What follows belongs to an exercise in optimizing a design on an open flow for small area, a short achievable clock period and few clock cycles per item; a production flow would make more cautious choices. In this exercise RTL edits were held to simulation tests only and were not proved equivalent to the original.

Design rgb_to_hsv_converter_top, start of the top module:
module rgb_to_hsv_converter_top (
  input  logic        clk,
  input  logic        rst,
  input  logic        in_valid,
  output logic        in_stall,
  input  logic [7:0]  red,
  input  logic [7:0]  green,
  input  logic [7:0]  blue,
  output logic        out_valid,
  input  logic        out_stall,
  output logic [14:0] hue,
  output logic [14:0] saturation,
  output logic [14:0] brightness
);
  wire adv = ~out_valid | ~out_stall;
  logic       skid_v;
  logic [7:0] sk_r, sk_g, sk_b;
  assign in_stall = skid_v;
  always_ff @(posedge clk) begin
    if (rst) skid_v <= 1'b0;
    else if (skid_v) skid_v <= ~adv;
    else skid_v <= ~adv & in_valid;
    if (!skid_v) begin sk_r <= red; sk_g <= green; sk_b <= blue; end
  end
  logic       v0;
  logic [7:0] r0, g0, b0;
  always_ff @(posedge clk) begin
    if (rst) v0 <= 1'b0;
    else if (adv) v0 <= skid_v | in_valid;
    if (adv) begin
      r0 <= skid_v ? sk_r : red;
      g0 <= skid_v ? sk_g : green;
      b0 <= skid_v ? sk_b : blue;
    end
  end
  wire [7:0] f1_d, f1_dh, f1_mx, f1_np; wire [2:0] f1_k;
  rhc_front f1 (.r(r0), .g(g0), .b(b0), .d(f1_d), .dh(f1_dh), .mx(f1_mx), .np(f1_np), .k(f1_k));
  logic v1;
  logic [7:0] p1_d;
  logic [0:0] p1_eq;
  logic [7:0] p1_mx;
  logic [7:0] p1_np;
  logic [2:0] p1_k;
  always_ff @(posedge clk) begin
    if (rst) v1 <= 1'b0;
    else if (adv) v1 <= v0;
    if (adv) begin
      p1_d <= f1_d;
      p1_eq <= f1_dh[0] ^ f1_d[0];
      p1_mx <= f1_mx;
      p1_np <= f1_np;
      p1_k <= f1_k;
    end
  end
  wire [14:0] f2_n = {p1_d, 6'd0} + {1'b0, p1_d, 5'd0} + {5'd0, p1_d, 2'd0};
  wire [9:0] f2_ts = {1'b0, p1_mx, 1'b0} + {2'b0, p1_mx};
  wire [7:0] f2_rs = f2_n[14:7]; wire [6:0] f2_bs = f2_n[6:0];
  wire [5:0] w3 = f2_bs[5:0];
  wire [7:0] st4_r; wire st4_q;
  rhc_div_cell st4 (.r(f2_rs), .b(f2_bs[6]), .den(p1_mx), .r_n(st4_r), .q(st4_q));
  wire [7:0] f5_dh = {p1_d[7:1], p1_d[0] | p1_eq};
  wire [11:0] f5_m = {p1_np, 4'd0} - {4'd0, p1_np};
  wire [9:0] f5_th = {1'b0, f5_dh, 1'b0} + {2'b0, f5_dh};
  wire [7:0] f5_rh = f5_m[11:4]; wire [3:0] f5_bh = f5_m[3:0];
  logic v2;
  logic [2:0] p2_k;
  logic [7:0] p2_rs;
  logic [5:0] p2_bs;
  logic [7:0] p2_Ds;
  logic [0:0] p2_qs;
  logic [7:0] p2_rh;
  ...
Size in the first run: ~3000 cells after synthesis, ~460 flip-flops, about 75 I/O pins, roughly 30000 um2 of cells after synthesis.
==> module rhc_final, before the edit <==
module rhc_final (
  input  logic [14:0] qs,
  input  logic [11:0] qh,
  input  logic [2:0]  k,
  input  logic [7:0]  mx,
  output logic [14:0] hue,
  output logic [14:0] sat,
  output logic [14:0] bri
);
  logic [27:0] pb;
  always_comb begin
    hue  = {7'(qh[11:8]) + 7'(k) * 7'd15, qh[7:0]};
    sat  = (mx != 8'd0) ? qs : 15'd0;
    pb   = 28'(mx) * 28'd822413;
    bri  = pb[27:13];
  end
endmodule
==> flow/config.mk <==
export PLATFORM = sky130hd
export DESIGN_NAME = rgb_to_hsv_converter_top
export DESIGN_NICKNAME = rgb_to_hsv_converter_top
export VERILOG_FILES = /design/flow/design.v
export SDC_FILE = /design/flow/constraint.sdc
export NUM_CORES = 4
export LEC_CHECK = 0
export ABC_AREA = 1
export CAP_MARGIN = 20
export CORE_MARGIN = 2
export CORE_UTILIZATION = 60
export SLEW_MARGIN = 20
==> flow/constraint.sdc <==
create_clock -name core_clock -period 14.0 [get_ports {clk}]
set_input_delay 2.8000 -clock core_clock [delete_from_list [all_inputs] [get_ports {clk}]]
set_output_delay 2.8000 -clock core_clock [all_outputs]
set_load 0.01 [all_outputs]
standard.sh (not shown) runs the stock make flow with config.mk's settings and CLKGATE_MAP_FILE= SYNTH_SCRIPT=/design/flow/synth_recipe.tcl, a recipe that flattens the netlist after the stock synthesis.
==> flow/flow/run.sh <==
#!/bin/bash
set -euo pipefail
bash standard.sh SETUP_SLACK_MARGIN=10.0 \
  "BUFFER_PORTS_ARGS=-buffer_cell sky130_fd_sc_hd__buf_2" \
  "CTS_ARGS=-sink_clustering_enable -repair_clock_nets -dont_use_dummy_load -buf_list sky130_fd_sc_hd__clkbuf_16 -sink_clustering_size 30" \
  finish > make_finish.log 2>&1
Testbench counts at the start, summed over its fixed seeds: cycles 12,060, items 12,000.
Edit:
--- a/flow/design.v
+++ b/flow/design.v
@@ -8,10 +8,18 @@
   output logic [14:0] bri
 );
-  logic [27:0] pb;
+  localparam logic [21*16-1:0] TA = {16'hf800, 16'h07c0, 16'he738, 16'h96b4, 16'hcc66, 16'hd5aa, 16'h78f0, 16'h64cc, 16'h52aa, 16'h07c0, 16'he738, 16'h96b4, 16'hcc66, 16'hd5aa, 16'h78f0, 16'h64cc, 16'h52aa, 16'h07c0, 16'he738, 16'h96b4, 16'hcc66};
+  localparam logic [17*16-1:0] TB = {16'hf800, 16'h07c0, 16'he738, 16'h96b4, 16'hcc66, 16'hd5aa, 16'h78f0, 16'h64cc, 16'h52aa, 16'h07c0, 16'he738, 16'hd6b4, 16'h8ce6, 16'h952a, 16'h3878, 16'h3666, 16'had55};
+  logic [15:0] ha, hb;
+  logic [20:0] ta, tsum;
+  logic [16:0] tb;
   always_comb begin
+    ha = 16'd1 << mx[7:4];
+    hb = 16'd1 << mx[3:0];
+    for (int i = 0; i < 21; i++) ta[i] = |(ha & TA[i*16 +: 16]);
+    for (int i = 0; i < 17; i++) tb[i] = |(hb & TB[i*16 +: 16]);
+    tsum = ta + 21'(tb);
+    bri  = tsum[20:6];
     hue  = {7'(qh[11:8]) + 7'(k) * 7'd15, qh[7:0]};
     sat  = (mx != 8'd0) ? qs : 15'd0;
-    pb   = 28'(mx) * 28'd822413;
-    bri  = pb[27:13];
   end
 endmodule
Outcome: The changed run finished with timing, DRC and antenna clean. Core utilization goes up by 0.34 points. Wire length goes down by a few percent. Clock skew goes down by 0.0094 ns. Worst setup slack improved by 0.076 ns.
Testbench counts after the change, summed over its fixed seeds: cycles 12,060, items 12,000.

static timing again, ports no longer ideal:
How much do the figures lean on ideal ports? The routed layouts below were timed once more, with nothing changed but the port constraints.
Step 1: set_driving_cell puts a clkbuf_16 on clk and a buf_2 on each other input, an assumption about the parent block.
Step 2 adds t to the input delays and takes it off the output delays; t is the mean of the earliest and latest rising clock arrival at the registers after step 1. Input paths then give back, and output paths get back, about the clock's delay inside the block.
a / b / c = no drivers / after step 1 / after step 2; a / b = the first two.
run	t (ns)	slack for setup (ns)	latest minus earliest clock arrival (ns)	slew at the worst register clock pin (ns)	pins driven straight from the clock port
the first run	0.623	10.002 / 9.945 / 9.437	0.045 / 0.045	0.07 / 0.07	1
the second run	0.636	10.079 / 10.017 / 9.572	0.036 / 0.036	0.06 / 0.06	1
After both steps setup and hold are still met in every run listed. The setup slack of the first run, which loses most, moves by -0.057 ns with the drivers and by -0.565 ns with both steps.
